What follows belongs to an exercise in optimizing a design on an open flow for small area, a short achievable clock period and few clock cycles per item; a production flow would make more cautious choices.
At most, simulation tests tie the RTL to the original design; equivalence was not proved.
Power figures rest on the tool's default switching activity, not on a simulated workload.

==> inputs of v17 <==
==> flow/design.v <==
`timescale 1ns / 1ps
package bds_pkg;
  localparam logic [14:0] TolLimReset = 15'd10200;   
  localparam logic [15:0] RatioNone   = 16'hFFFF;
  localparam logic [15:0] RatioUnit   = 16'd10000;
endpackage
`timescale 1ns / 1ps
`timescale 1ns / 1ps
module baud_divisor_search (
  input  logic        clk,
  input  logic        rst,
  input  logic        cfg_we,
  input  logic [13:0] cfg_wdata,
  input  logic        in_valid,
  output logic        in_stall,
  input  logic [24:0] periph_clock,
  input  logic [20:0] wanted_baud,
  output logic        out_valid,
  input  logic        out_stall,
  output logic [11:0] divisor_mantissa,
  output logic signed [3:0] divisor_exponent,
  output logic        double_speed,
  output logic [15:0] deviation,
  output logic        found
);
  typedef enum logic [3:0] {
    S_IDLE, S_PREP, S_QDIV, S_WAIT, S_CHK, S_RDIV, S_LOAD, S_MUL, S_RAT, S_UPD
  } state_t;
  typedef enum logic [1:0] {O_IDLE, O_SEL, O_FMT, O_OUT} ostate_t;
  ostate_t     ost;
  logic        wz;           
  state_t      st;
  logic [14:0] tol_lim;      
  logic [24:0] pclk;
  logic [20:0] want;
  logic signed [6:0] ptr;    
  logic        pb1, pb0;     
  logic [26:0] ph;           
  logic [4:0]  cnt;
  logic [29:0] qs;           
  logic        qz;           
  logic        neg_n;        
  logic        neg_d;        
  logic signed [4:0] j;
  logic [20:0] dv;           
  logic [22:0] d3;           
  logic [20:0] rr;           
  logic [21:0] rq;           
  logic        rat;          
  logic        cmp;          
  logic        v_n, v_d;     
  logic        eq_n, gt_n, eq_d, gt_d;
  logic        won_n, won_d;  
  logic        pv_n, pv_d;   
  logic        p_even;       
  logic        p_zero;       
  logic [15:0] r_n, r_d;
  logic [12:0] k_n, k_d;
  logic signed [4:0] j_n, j_d;
  logic        dbl, fnd;
  function automatic logic [4:0] bitlen(input logic [20:0] w);
    bitlen = 5'd0;
    for (int i = 0; i < 21; i++) if (w[i]) bitlen = 5'(i + 1);
  endfunction
  function automatic logic pbit(input logic [24:0] p, input logic signed [6:0] i);
    pbit = (i >= 7'sd0 && i <= 7'sd24) ? p[i[4:0]] : 1'b0;
  endfunction
  logic [4:0]  lin, e_in;
  logic [4:0]  e;            
  logic signed [6:0] ptr_st, ptr_nx;
  logic        pb1_nx, pb0_nx;
  always_comb begin
    lin    = bitlen(want);
    e_in   = (lin + 5'd2) & 5'b11110;
    ptr_st = 7'(j) + 7'(e) - 7'sd1;
    ptr_nx = (st == S_CHK) ? ptr_st : ptr - 7'sd2;
    pb1_nx = pbit(pclk, ptr_nx);
    pb0_nx = pbit(pclk, ptr_nx - 7'sd1);
  end
  logic [6:0]  tm;           
  logic [13:0] k;
  logic        qz_c;         
  logic        k_hi, brk, pos_ok, cv_n, cv_d, le_n, le_d;
  logic [6:0]  tm_n;
  always_comb begin
    qz_c   = (st == S_CHK && j == -5'sd4) ? (rr == '0) : qz;
    k      = {1'b0, qs[13:1]} + {13'd0, qs[0]};
    k_hi   = |qs[29:14];
    brk    = (qs == 30'd0) || (qs == 30'd1 && qz_c);
    pos_ok = !brk && !k_hi && k[13:12] == 2'b00;
    tm_n   = {tm[5:0], 1'b1};
    le_n   = k[13:12] == 2'b00 ||
             (k[13:12] == 2'b01 && k[11:7] == 5'd0 && k[6:0] < tm_n);
    le_d   = k[13:12] == 2'b00 ||
             (k[13:12] == 2'b01 && k[11:7] == 5'd0 && k[6:0] < tm);
    if (j >= 5'sd4) cv_n = pos_ok;
    else if (j >= -5'sd3) cv_n = neg_n && !k_hi && le_n;
    else cv_n = 1'b0;
    if (j >= 5'sd3) cv_d = pos_ok && (j <= 5'sd10);
    else cv_d = neg_d && !k_hi && le_d;
  end
  logic        in1, in0;
  logic [22:0] xq;
  logic [23:0] t1, t2, t3;
  logic [20:0] rr2;
  logic        q1, q0;
  logic [31:0] prod;
  always_comb begin
    in1 = rat ? rq[21] : pb1;
    in0 = rat ? rq[20] : pb0;
    xq  = {rr, in1, in0};
    t1  = {1'b0, xq} - {3'b0, dv};
    t2  = {1'b0, xq} - {2'b0, dv, 1'b0};
    t3  = {1'b0, xq} - {1'b0, d3};
    if (!t3[23]) begin
      {q1, q0} = 2'd3;  rr2 = t3[20:0];
    end else if (!t2[23]) begin
      {q1, q0} = 2'd2;  rr2 = t2[20:0];
    end else if (!t1[23]) begin
      {q1, q0} = 2'd1;  rr2 = t1[20:0];
    end else begin
      {q1, q0} = 2'd0;  rr2 = xq[20:0];
    end
    prod   = {rr[17:0], rq[21:8]} + {rr[14:0], rq[21:8], 3'b000} +
             {rr[13:0], rq[21:8], 4'b0000};
  end
  function automatic logic [1:0] best_pair(input logic [15:0] r, input logic [3:0] c);
    case (c)
      4'd7:    best_pair = 2'b00;
      4'd6:    best_pair = r[15:14];
      4'd5:    best_pair = r[13:12];
      4'd4:    best_pair = r[11:10];
      4'd3:    best_pair = r[9:8];
      4'd2:    best_pair = r[7:6];
      4'd1:    best_pair = r[5:4];
      4'd0:    best_pair = r[3:2];
      4'd15:   best_pair = r[1:0];
      default: best_pair = 2'b00;
    endcase
  endfunction
  logic [1:0]  bb_n, bb_d;
  logic        gt_n_nx, gt_d_nx, eq_n_nx, eq_d_nx, lose;
  always_comb begin
    bb_n    = best_pair(r_n, cnt[3:0]);
    bb_d    = best_pair(r_d, cnt[3:0]);
    gt_n_nx = gt_n || (cmp && eq_n && rq[1:0] > bb_n);
    gt_d_nx = gt_d || (cmp && eq_d && rq[1:0] > bb_d);
    eq_n_nx = eq_n && (!cmp || rq[1:0] == bb_n);
    eq_d_nx = eq_d && (!cmp || rq[1:0] == bb_d);
    lose    = (!v_n || gt_n_nx) && (!v_d || gt_d_nx);
  end
  logic dup, tie_n, tie_d, win_n, win_d;
  always_comb begin
    dup   = p_even && (!cv_n || pv_n) && (!cv_d || pv_d);
    tie_n = r_n != bds_pkg::RatioNone && j_n < 5'sd4;
    tie_d = r_d != bds_pkg::RatioNone && j_d < 5'sd3;
    if (st == S_CHK) begin
      win_n = cv_n && won_n && tie_n;
      win_d = cv_d && won_d && tie_d;
    end else begin
      win_n = v_n && !gt_n_nx && (!eq_n_nx || tie_n);
      win_d = v_d && !gt_d_nx && (!eq_d_nx || tie_d);
    end
  end
  logic r_lt_w;
  assign r_lt_w = rq < {1'b0, want};
  logic [20:0] dv_nx;
  logic [22:0] d3_nx;
  always_comb begin
    if (st == S_CHK) dv_nx = {8'd0, k[12:0]};
    else if (st == S_MUL) dv_nx = dv;
    else dv_nx = dv;
    d3_nx = {2'b00, dv_nx} + {1'b0, dv_nx, 1'b0};
  end
  logic        tol_ok, none;
  logic [15:0] dev;
  logic signed [4:0] e_out;
  logic [12:0] m_out;
  always_comb begin
    tol_ok = r_n <= {1'b0, tol_lim};
    none   = r_n == bds_pkg::RatioNone;
    dev    = r_n - bds_pkg::RatioUnit;
    e_out  = j_n - (dbl ? 5'sd3 : 5'sd4);
    if (!e_out[4]) m_out = k_n - 13'd1;
    else m_out = k_n - (13'd1 << (3'd0 - e_out[2:0]));
  end
  logic adv, adv_even, adv_zero;
  always_comb begin
    adv      = 1'b0;
    adv_even = 1'b0;
    adv_zero = p_zero;
    case (st)
      S_CHK: begin
        if (!(j >= 5'sd3 && brk) && (!(cv_n || cv_d) || dup)) begin
          adv      = 1'b1;
          adv_even = dup && (cv_n || cv_d) && !k[0];
        end
      end
      S_LOAD: begin
        if (rq == '0) begin
          adv      = 1'b1;
          adv_even = !dv[0];
          adv_zero = 1'b1;
        end
      end
      S_RAT: begin
        if (lose) begin
          adv      = 1'b1;
          adv_even = !k[0];
          adv_zero = 1'b0;
        end
      end
      S_UPD: begin
        adv      = 1'b1;
        adv_even = !k[0];
        adv_zero = 1'b0;
      end
      default: ;
    endcase
  end
  always_ff @(posedge clk) begin
    if (rst) begin
      st        <= S_IDLE;
      ost       <= O_IDLE;
      tol_lim   <= bds_pkg::TolLimReset;
      out_valid <= 1'b0;
    end else begin
      if (cfg_we) tol_lim <= {1'b0, cfg_wdata} + 15'(bds_pkg::RatioUnit);
      case (st)
        S_IDLE: begin
          if (in_valid) begin
            pclk   <= periph_clock;
            want   <= wanted_baud;
            dv     <= wanted_baud;
            wz     <= wanted_baud == '0;
            st     <= (wanted_baud == '0) ? S_WAIT : S_PREP;
          end
        end
        S_PREP: begin
          d3     <= d3_nx;
          qs     <= '0;
          ph     <= {pclk, 2'b00};
          e      <= e_in;
          cnt    <= e_in - 5'd2;   
          if (lin >= 5'd17) begin
            rr  <= {5'd0, pclk[24:9]};
            ptr <= 7'sd8;
            pb1 <= pclk[8];
            pb0 <= pclk[7];
          end else if (lin >= 5'd9) begin
            rr  <= {13'd0, pclk[24:17]};
            ptr <= 7'sd16;
            pb1 <= pclk[16];
            pb0 <= pclk[15];
          end else begin
            rr  <= '0;
            ptr <= 7'sd24;
            pb1 <= pclk[24];
            pb0 <= pclk[23];
          end
          j      <= -5'sd4;
          tm     <= 7'h7f;
          p_even <= 1'b0;
          rat    <= 1'b0;
          st     <= S_QDIV;
        end
        S_QDIV: begin
          rr  <= rr2;
          qs  <= {qs[27:0], q1, q0};
          ptr <= ptr_nx;
          pb1 <= pb1_nx;
          pb0 <= pb0_nx;
          if (cnt[4:2] != 3'd0) begin
            ph  <= ph >> 4;
            cnt <= cnt - 5'd4;
          end else if (cnt[1]) begin
            ph  <= ph >> 2;
            cnt <= cnt - 5'd2;
          end
          if (ptr == -7'sd4) begin
            neg_n <= |qs[27:7];
            neg_d <= |qs[27:6];
            st    <= S_WAIT;
          end
        end
        S_WAIT: begin
          if (ost == O_IDLE || (ost == O_OUT && !out_stall && !wz)) begin
            r_n <= bds_pkg::RatioNone;
            r_d <= bds_pkg::RatioNone;
            st  <= wz ? S_IDLE : S_CHK;
            if (wz) ost <= O_SEL;
          end
        end
        S_CHK: begin
          qz  <= qz_c;
          v_n <= cv_n;
          v_d <= cv_d;
          dv  <= {8'd0, k[12:0]};
          d3  <= d3_nx;
          rr  <= ph[20:0];
          rq  <= '0;
          ptr <= ptr_nx;
          pb1 <= pb1_nx;
          pb0 <= pb0_nx;
          if (j >= 5'sd3 && brk) begin
            st  <= S_IDLE;
            ost <= O_SEL;
          end
          else if ((cv_n || cv_d) && !dup) st <= S_RDIV;
          if (!(j >= 5'sd3 && brk) && (cv_n || cv_d) && dup && !p_zero) begin
            won_n <= win_n;
            won_d <= win_d;
            if (win_n) begin
              k_n <= k[12:0];
              j_n <= j;
            end
            if (win_d) begin
              k_d <= k[12:0];
              j_d <= j;
            end
          end
        end
        S_RDIV: begin
          rr  <= rr2;
          rq  <= {rq[19:0], q1, q0};
          ptr <= ptr_nx;
          pb1 <= pb1_nx;
          pb0 <= pb0_nx;
          if (ptr == 7'(j) + 7'sd1) st <= S_LOAD;
        end
        S_LOAD: begin
          if (r_lt_w) begin
            rr <= {13'd0, want[20:14]};
            rq <= {want[13:0], 8'd0};
            dv <= rq[20:0];
          end else begin
            rr <= {13'd0, rq[21:14]};
            rq <= {rq[13:0], 8'd0};
            dv <= want;
          end
          eq_n <= 1'b1;  gt_n <= 1'b0;
          eq_d <= 1'b1;  gt_d <= 1'b0;
          cmp  <= 1'b0;
          cnt  <= 5'd1;
          if (rq != '0) st <= S_MUL;
        end
        S_MUL: begin
          d3       <= d3_nx;
          rr[17:0] <= prod[31:14];
          rq[21:8] <= prod[13:0];
          cnt      <= cnt - 5'd1;
          if (cnt == 5'd0) begin
            cnt <= 5'd8;
            rat <= 1'b1;
            st  <= S_RAT;
          end
        end
        S_RAT: begin
          rr   <= rr2;
          rq   <= {rq[19:0], q1, q0};
          cnt  <= cnt - 5'd1;
          cmp  <= 1'b1;
          eq_n <= eq_n_nx;  gt_n <= gt_n_nx;
          eq_d <= eq_d_nx;  gt_d <= gt_d_nx;
          if (lose) begin
            won_n <= 1'b0;
            won_d <= 1'b0;
          end else if (cnt == 5'd0) begin
            rat <= 1'b0;
            st  <= S_UPD;
          end
        end
        S_UPD: begin
          won_n <= win_n;
          won_d <= win_d;
          if (win_n) begin
            r_n <= rq[15:0];
            k_n <= k[12:0];
            j_n <= j;
          end
          if (win_d) begin
            r_d <= rq[15:0];
            k_d <= k[12:0];
            j_d <= j;
          end
        end
        default: st <= S_IDLE;
      endcase
      if (adv) begin
        rat    <= 1'b0;
        qs     <= qs >> 1;
        ph     <= ph >> 1;
        tm     <= tm >> 1;
        qz     <= qz_c && !qs[0];
        j      <= j + 5'sd1;
        st     <= (j == 5'sd11) ? S_IDLE : S_CHK;
        if (j == 5'sd11) ost <= O_SEL;
        p_even <= adv_even;
        p_zero <= adv_zero;
        pv_n   <= (st == S_CHK) ? cv_n : v_n;
        pv_d   <= (st == S_CHK) ? cv_d : v_d;
      end
      case (ost)
        O_SEL: begin
          dbl <= 1'b0;
          if (!tol_ok && r_d != bds_pkg::RatioNone) begin
            dbl <= 1'b1;
            r_n <= r_d;
            k_n <= k_d;
            j_n <= j_d;
          end
          ost <= O_FMT;
        end
        O_FMT: begin
          fnd       <= !none;
          r_n       <= none ? 16'd0 : dev;
          k_n       <= none ? 13'd0 : m_out;
          j_n       <= none ? 5'sd0 : e_out;
          ost       <= O_OUT;
          out_valid <= 1'b1;
        end
        O_OUT: begin
          if (!out_stall) begin
            out_valid <= 1'b0;
            ost       <= O_IDLE;
          end
        end
        default: ;
      endcase
    end
  end
  assign in_stall         = st != S_IDLE;
  assign divisor_mantissa = k_n[11:0];
  assign divisor_exponent = j_n[3:0];
  assign double_speed     = dbl;
  assign deviation        = r_n;
  assign found            = fnd;
endmodule
==> flow/run.sh <==
#!/bin/bash
# synth_recipe.tcl (not shown) runs the flow's synth.tcl, then flattens the netlist and writes it again
# the make line also repeats each setting of config.mk as NAME=value (left out here)
make -C /OpenROAD-flow-scripts/flow DESIGN_CONFIG=/design/flow/config.mk WORK_HOME=/design/flow/orfs CLKGATE_MAP_FILE= SYNTH_SCRIPT=/design/flow/synth_recipe.tcl finish
==> flow/config.mk <==
export PLATFORM = sky130hd
export DESIGN_NAME = baud_divisor_search
export DESIGN_NICKNAME = baud_divisor_search
export VERILOG_FILES = /design/flow/design.v
export SDC_FILE = /design/flow/constraint.sdc
export NUM_CORES = 4
export LEC_CHECK = 0
export CAP_MARGIN = 20
export CORE_MARGIN = 2
export CORE_UTILIZATION = 40
export SETUP_SLACK_MARGIN = 5
export SLEW_MARGIN = 20
==> flow/constraint.sdc <==
create_clock -name core_clock -period 10.0 [get_ports {clk}]
set_input_delay 2.0000 -clock core_clock [delete_from_list [all_inputs] [get_ports {clk}]]
set_output_delay 2.0000 -clock core_clock [all_outputs]
set_load 0.01 [all_outputs]
==> inputs of v8, as changes to v17 <==
--- a/flow/design.v
+++ b/flow/design.v
@@ -1,6 +1,6 @@
 `timescale 1ns / 1ps
 package bds_pkg;
-  localparam logic [14:0] TolLimReset = 15'd10200;   
+  localparam logic [13:0] TolReset    = 14'd200;
   localparam logic [15:0] RatioNone   = 16'hFFFF;
   localparam logic [15:0] RatioUnit   = 16'd10000;
 endpackage
@@ -24,13 +24,10 @@
   output logic        found
 );
   typedef enum logic [3:0] {
-    S_IDLE, S_PREP, S_QDIV, S_WAIT, S_CHK, S_RDIV, S_LOAD, S_MUL, S_RAT, S_UPD
+    S_IDLE, S_PREP, S_QDIV, S_CHK, S_RDIV, S_LOAD, S_MUL, S_RAT, S_UPD, S_SEL, S_FMT, S_OUT
   } state_t;
-  typedef enum logic [1:0] {O_IDLE, O_SEL, O_FMT, O_OUT} ostate_t;
-  ostate_t     ost;
-  logic        wz;           
   state_t      st;
-  logic [14:0] tol_lim;      
+  logic [13:0] tolerance;
   logic [24:0] pclk;
   logic [20:0] want;
   logic signed [6:0] ptr;    
@@ -177,9 +174,9 @@
   logic signed [4:0] e_out;
   logic [12:0] m_out;
   always_comb begin
-    tol_ok = r_n <= {1'b0, tol_lim};
     none   = r_n == bds_pkg::RatioNone;
     dev    = r_n - bds_pkg::RatioUnit;
+    tol_ok = dev <= {2'b00, tolerance};
     e_out  = j_n - (dbl ? 5'sd3 : 5'sd4);
     if (!e_out[4]) m_out = k_n - 13'd1;
     else m_out = k_n - (13'd1 << (3'd0 - e_out[2:0]));
@@ -221,19 +218,23 @@
   always_ff @(posedge clk) begin
     if (rst) begin
       st        <= S_IDLE;
-      ost       <= O_IDLE;
-      tol_lim   <= bds_pkg::TolLimReset;
+      tolerance <= bds_pkg::TolReset;
       out_valid <= 1'b0;
     end else begin
-      if (cfg_we) tol_lim <= {1'b0, cfg_wdata} + 15'(bds_pkg::RatioUnit);
+      if (cfg_we) tolerance <= cfg_wdata;
       case (st)
-        S_IDLE: begin
-          if (in_valid) begin
+        S_IDLE, S_OUT: begin
+          if (st == S_OUT && !out_stall) begin
+            out_valid <= 1'b0;
+            st        <= S_IDLE;
+          end
+          if (in_valid && !in_stall) begin
             pclk   <= periph_clock;
             want   <= wanted_baud;
             dv     <= wanted_baud;
-            wz     <= wanted_baud == '0;
-            st     <= (wanted_baud == '0) ? S_WAIT : S_PREP;
+            r_n    <= bds_pkg::RatioNone;
+            r_d    <= bds_pkg::RatioNone;
+            st     <= (wanted_baud == '0) ? S_SEL : S_PREP;
           end
         end
         S_PREP: begin
@@ -280,15 +281,7 @@
           if (ptr == -7'sd4) begin
             neg_n <= |qs[27:7];
             neg_d <= |qs[27:6];
-            st    <= S_WAIT;
-          end
-        end
-        S_WAIT: begin
-          if (ost == O_IDLE || (ost == O_OUT && !out_stall && !wz)) begin
-            r_n <= bds_pkg::RatioNone;
-            r_d <= bds_pkg::RatioNone;
-            st  <= wz ? S_IDLE : S_CHK;
-            if (wz) ost <= O_SEL;
+            st    <= S_CHK;
           end
         end
         S_CHK: begin
@@ -302,10 +295,7 @@
           ptr <= ptr_nx;
           pb1 <= pb1_nx;
           pb0 <= pb0_nx;
-          if (j >= 5'sd3 && brk) begin
-            st  <= S_IDLE;
-            ost <= O_SEL;
-          end
+          if (j >= 5'sd3 && brk) st <= S_SEL;
           else if ((cv_n || cv_d) && !dup) st <= S_RDIV;
           if (!(j >= 5'sd3 && brk) && (cv_n || cv_d) && dup && !p_zero) begin
             won_n <= win_n;
@@ -384,24 +374,7 @@
             j_d <= j;
           end
         end
-        default: st <= S_IDLE;
-      endcase
-      if (adv) begin
-        rat    <= 1'b0;
-        qs     <= qs >> 1;
-        ph     <= ph >> 1;
-        tm     <= tm >> 1;
-        qz     <= qz_c && !qs[0];
-        j      <= j + 5'sd1;
-        st     <= (j == 5'sd11) ? S_IDLE : S_CHK;
-        if (j == 5'sd11) ost <= O_SEL;
-        p_even <= adv_even;
-        p_zero <= adv_zero;
-        pv_n   <= (st == S_CHK) ? cv_n : v_n;
-        pv_d   <= (st == S_CHK) ? cv_d : v_d;
-      end
-      case (ost)
-        O_SEL: begin
+        S_SEL: begin
           dbl <= 1'b0;
           if (!tol_ok && r_d != bds_pkg::RatioNone) begin
             dbl <= 1'b1;
@@ -409,24 +382,31 @@
             k_n <= k_d;
             j_n <= j_d;
           end
-          ost <= O_FMT;
+          st <= S_FMT;
         end
-        O_FMT: begin
+        S_FMT: begin
           fnd       <= !none;
           r_n       <= none ? 16'd0 : dev;
           k_n       <= none ? 13'd0 : m_out;
           j_n       <= none ? 5'sd0 : e_out;
-          ost       <= O_OUT;
+          st        <= S_OUT;
           out_valid <= 1'b1;
         end
-        O_OUT: begin
-          if (!out_stall) begin
-            out_valid <= 1'b0;
-            ost       <= O_IDLE;
-          end
-        end
-        default: ;
+        default: st <= S_IDLE;
       endcase
+      if (adv) begin
+        rat    <= 1'b0;
+        qs     <= qs >> 1;
+        ph     <= ph >> 1;
+        tm     <= tm >> 1;
+        qz     <= qz_c && !qs[0];
+        j      <= j + 5'sd1;
+        st     <= (j == 5'sd11) ? S_SEL : S_CHK;
+        p_even <= adv_even;
+        p_zero <= adv_zero;
+        pv_n   <= (st == S_CHK) ? cv_n : v_n;
+        pv_d   <= (st == S_CHK) ? cv_d : v_d;
+      end
     end
   end
   assign in_stall         = st != S_IDLE;
==> inputs of v21, as changes to v17 <==
--- a/flow/design.v
+++ b/flow/design.v
@@ -1,6 +1,6 @@
 `timescale 1ns / 1ps
 package bds_pkg;
-  localparam logic [14:0] TolLimReset = 15'd10200;   
+  localparam logic [13:0] TolReset    = 14'd200;
   localparam logic [15:0] RatioNone   = 16'hFFFF;
   localparam logic [15:0] RatioUnit   = 16'd10000;
 endpackage
@@ -24,13 +24,10 @@
   output logic        found
 );
   typedef enum logic [3:0] {
-    S_IDLE, S_PREP, S_QDIV, S_WAIT, S_CHK, S_RDIV, S_LOAD, S_MUL, S_RAT, S_UPD
+    S_IDLE, S_PREP, S_QDIV, S_CHK, S_RDIV, S_LOAD, S_MUL, S_RAT, S_UPD, S_SEL, S_FMT, S_OUT
   } state_t;
-  typedef enum logic [1:0] {O_IDLE, O_SEL, O_FMT, O_OUT} ostate_t;
-  ostate_t     ost;
-  logic        wz;           
   state_t      st;
-  logic [14:0] tol_lim;      
+  logic [13:0] tolerance;
   logic [24:0] pclk;
   logic [20:0] want;
   logic signed [6:0] ptr;    
@@ -177,9 +174,9 @@
   logic signed [4:0] e_out;
   logic [12:0] m_out;
   always_comb begin
-    tol_ok = r_n <= {1'b0, tol_lim};
     none   = r_n == bds_pkg::RatioNone;
     dev    = r_n - bds_pkg::RatioUnit;
+    tol_ok = dev <= {2'b00, tolerance};
     e_out  = j_n - (dbl ? 5'sd3 : 5'sd4);
     if (!e_out[4]) m_out = k_n - 13'd1;
     else m_out = k_n - (13'd1 << (3'd0 - e_out[2:0]));
@@ -221,19 +218,23 @@
   always_ff @(posedge clk) begin
     if (rst) begin
       st        <= S_IDLE;
-      ost       <= O_IDLE;
-      tol_lim   <= bds_pkg::TolLimReset;
+      tolerance <= bds_pkg::TolReset;
       out_valid <= 1'b0;
     end else begin
-      if (cfg_we) tol_lim <= {1'b0, cfg_wdata} + 15'(bds_pkg::RatioUnit);
+      if (cfg_we) tolerance <= cfg_wdata;
       case (st)
-        S_IDLE: begin
-          if (in_valid) begin
+        S_IDLE, S_OUT: begin
+          if (st == S_OUT && !out_stall) begin
+            out_valid <= 1'b0;
+            st        <= S_IDLE;
+          end
+          if (in_valid && !in_stall) begin
             pclk   <= periph_clock;
             want   <= wanted_baud;
             dv     <= wanted_baud;
-            wz     <= wanted_baud == '0;
-            st     <= (wanted_baud == '0) ? S_WAIT : S_PREP;
+            r_n    <= bds_pkg::RatioNone;
+            r_d    <= bds_pkg::RatioNone;
+            st     <= (wanted_baud == '0) ? S_SEL : S_PREP;
           end
         end
         S_PREP: begin
@@ -280,15 +281,7 @@
           if (ptr == -7'sd4) begin
             neg_n <= |qs[27:7];
             neg_d <= |qs[27:6];
-            st    <= S_WAIT;
-          end
-        end
-        S_WAIT: begin
-          if (ost == O_IDLE || (ost == O_OUT && !out_stall && !wz)) begin
-            r_n <= bds_pkg::RatioNone;
-            r_d <= bds_pkg::RatioNone;
-            st  <= wz ? S_IDLE : S_CHK;
-            if (wz) ost <= O_SEL;
+            st    <= S_CHK;
           end
         end
         S_CHK: begin
@@ -302,10 +295,7 @@
           ptr <= ptr_nx;
           pb1 <= pb1_nx;
           pb0 <= pb0_nx;
-          if (j >= 5'sd3 && brk) begin
-            st  <= S_IDLE;
-            ost <= O_SEL;
-          end
+          if (j >= 5'sd3 && brk) st <= S_SEL;
           else if ((cv_n || cv_d) && !dup) st <= S_RDIV;
           if (!(j >= 5'sd3 && brk) && (cv_n || cv_d) && dup && !p_zero) begin
             won_n <= win_n;
@@ -384,24 +374,7 @@
             j_d <= j;
           end
         end
-        default: st <= S_IDLE;
-      endcase
-      if (adv) begin
-        rat    <= 1'b0;
-        qs     <= qs >> 1;
-        ph     <= ph >> 1;
-        tm     <= tm >> 1;
-        qz     <= qz_c && !qs[0];
-        j      <= j + 5'sd1;
-        st     <= (j == 5'sd11) ? S_IDLE : S_CHK;
-        if (j == 5'sd11) ost <= O_SEL;
-        p_even <= adv_even;
-        p_zero <= adv_zero;
-        pv_n   <= (st == S_CHK) ? cv_n : v_n;
-        pv_d   <= (st == S_CHK) ? cv_d : v_d;
-      end
-      case (ost)
-        O_SEL: begin
+        S_SEL: begin
           dbl <= 1'b0;
           if (!tol_ok && r_d != bds_pkg::RatioNone) begin
             dbl <= 1'b1;
@@ -409,24 +382,31 @@
             k_n <= k_d;
             j_n <= j_d;
           end
-          ost <= O_FMT;
+          st <= S_FMT;
         end
-        O_FMT: begin
+        S_FMT: begin
           fnd       <= !none;
           r_n       <= none ? 16'd0 : dev;
           k_n       <= none ? 13'd0 : m_out;
           j_n       <= none ? 5'sd0 : e_out;
-          ost       <= O_OUT;
+          st        <= S_OUT;
           out_valid <= 1'b1;
         end
-        O_OUT: begin
-          if (!out_stall) begin
-            out_valid <= 1'b0;
-            ost       <= O_IDLE;
-          end
-        end
-        default: ;
+        default: st <= S_IDLE;
       endcase
+      if (adv) begin
+        rat    <= 1'b0;
+        qs     <= qs >> 1;
+        ph     <= ph >> 1;
+        tm     <= tm >> 1;
+        qz     <= qz_c && !qs[0];
+        j      <= j + 5'sd1;
+        st     <= (j == 5'sd11) ? S_SEL : S_CHK;
+        p_even <= adv_even;
+        p_zero <= adv_zero;
+        pv_n   <= (st == S_CHK) ? cv_n : v_n;
+        pv_d   <= (st == S_CHK) ? cv_d : v_d;
+      end
     end
   end
   assign in_stall         = st != S_IDLE;
--- a/flow/config.mk
+++ b/flow/config.mk
@@ -7,6 +7,7 @@
 export LEC_CHECK = 0
 export CAP_MARGIN = 20
 export CORE_MARGIN = 2
-export CORE_UTILIZATION = 40
+export CORE_UTILIZATION = 55
+export CTS_BUF_LIST = sky130_fd_sc_hd__clkbuf_4 sky130_fd_sc_hd__clkbuf_8
 export SETUP_SLACK_MARGIN = 5
 export SLEW_MARGIN = 20
==> notes.md <==
- Between v8 and v17, the lower critical path depth is in v17 (gap 4).
- Of v17 and v21, v17 has the higher sequential power (gap about 19%, measured against v21).
- Clock skew: v21 is higher than v17 (0.017 ns).
- First-iteration DRC count, highest first: v8, v21, v17.
- The highest sequential share of layout area belongs to v21, the lowest to v17.
- In v17 the register-to-register slack is lower than in v21, by 0.06 ns.
- Non-clock buffer count, highest first: v8, v17, v21.
- The highest fmax belongs to v8, the lowest to v17.
- Of v17 and v21, v17 has the higher die area (gap about 40%, measured against v21).
- Worst hold slack: v8 < v17 < v21.
- In synthesized cell count, v21 and v8 do not differ.
==> figures <==
| quantity | v8 | v21 | v17 |
|---|---|---|---|
| Average instance area after synthesis | 9.30 sq um | 9.30 sq um | 9.33 sq um |
| Area share of and/or/nand/nor cells after synthesis | 15.0% | 15.0% | 15.4% |
| Final estimated routing congestion in global placement | 0.964 | 1.01 | 0.952 |
| WHS Endpoint | out_valid | tolerance[10] | tol_lim[4] |
| Register-to-Register Setup Slack | 5.28 ns | 5.27 ns | 5.21 ns |
| Grt met2 use | 39.0% | 52.7% | 41.5% |
| PD cells | 258 mW/mm^2 | 257 mW/mm^2 | 348 mW/mm^2 |
| Via count of the routed design | 22200 | 22500 | 22700 |
| # rows | 92 | 78 | 93 |
| Mapped Nets | 3042 | 3042 | 3122 |
| Worst flop-to-flop path startpoint | qs[0] | qs[0] | rq[21] |
| Core occupancy in the finished layout | 45.7% | 62.3% | 45.8% |
| Final non-clock buffer share | 4.73% | 4.47% | 4.46% |
| Worst path most repeated cell | sky130_fd_sc_hd__ha_1 | sky130_fd_sc_hd__ha_1 | sky130_fd_sc_hd__o21ai_1 |
| Clock share of power | 20.4% | 18.9% | 15.5% |
| Combinational fraction of design power | 50.4% | 51.3% | 59.6% |
| Status | complete, no violations | complete, no violations | complete, no violations |
| Total number of tap cells | 846 | 600 | 855 |
| Adder-cell area share of the yosys netlist | 13.6% | 13.6% | 13.5% |
| Overall Power | 7.41 mW | 7.27 mW | 10.3 mW |
| Antenna violations before repair | 0 | 0 | 1 |
| Worst path required time | 10.30 ns | 10.35 ns | 10.43 ns |
| Reg2Reg Depth | 18 | 17 | 14 |
Testbench counts of v8, summed over its fixed seeds: cycles 37,287, items 288.
Testbench counts of v21, summed over its fixed seeds: cycles 37,287, items 288.
For v17, only the layout was checked, not whether the RTL still works.

## what the ideal ports hide
The flow's constraints put no driver on any port. The routed layouts listed below were extracted and timed again, unchanged, in two steps. Step 1, drivers: a clkbuf_16 drives clk and a buf_2 each remaining input, both assumed. Step 2 times the ports against the registers' clock, not the clock port: input delays grow and output delays shrink by t, the midpoint of the rising clock arrivals with the driver on. Three values: no drivers, after step 1, after step 2; two values: the first two.
run | t, ns | slack for setup (ns) | clock arrival spread, ns | cell pins on the clock port's net
v17 | 0.628 | 5.211 / 5.211 / 5.211 | 0.018 / 0.018 | 1
v8 | 0.639 | 5.278 / 5.278 / 5.278 | 0.021 / 0.021 | 1
v21 | 0.720 | 5.274 / 5.274 / 5.274 | 0.035 / 0.036 | 1
After both steps setup and hold are still met in every run listed.
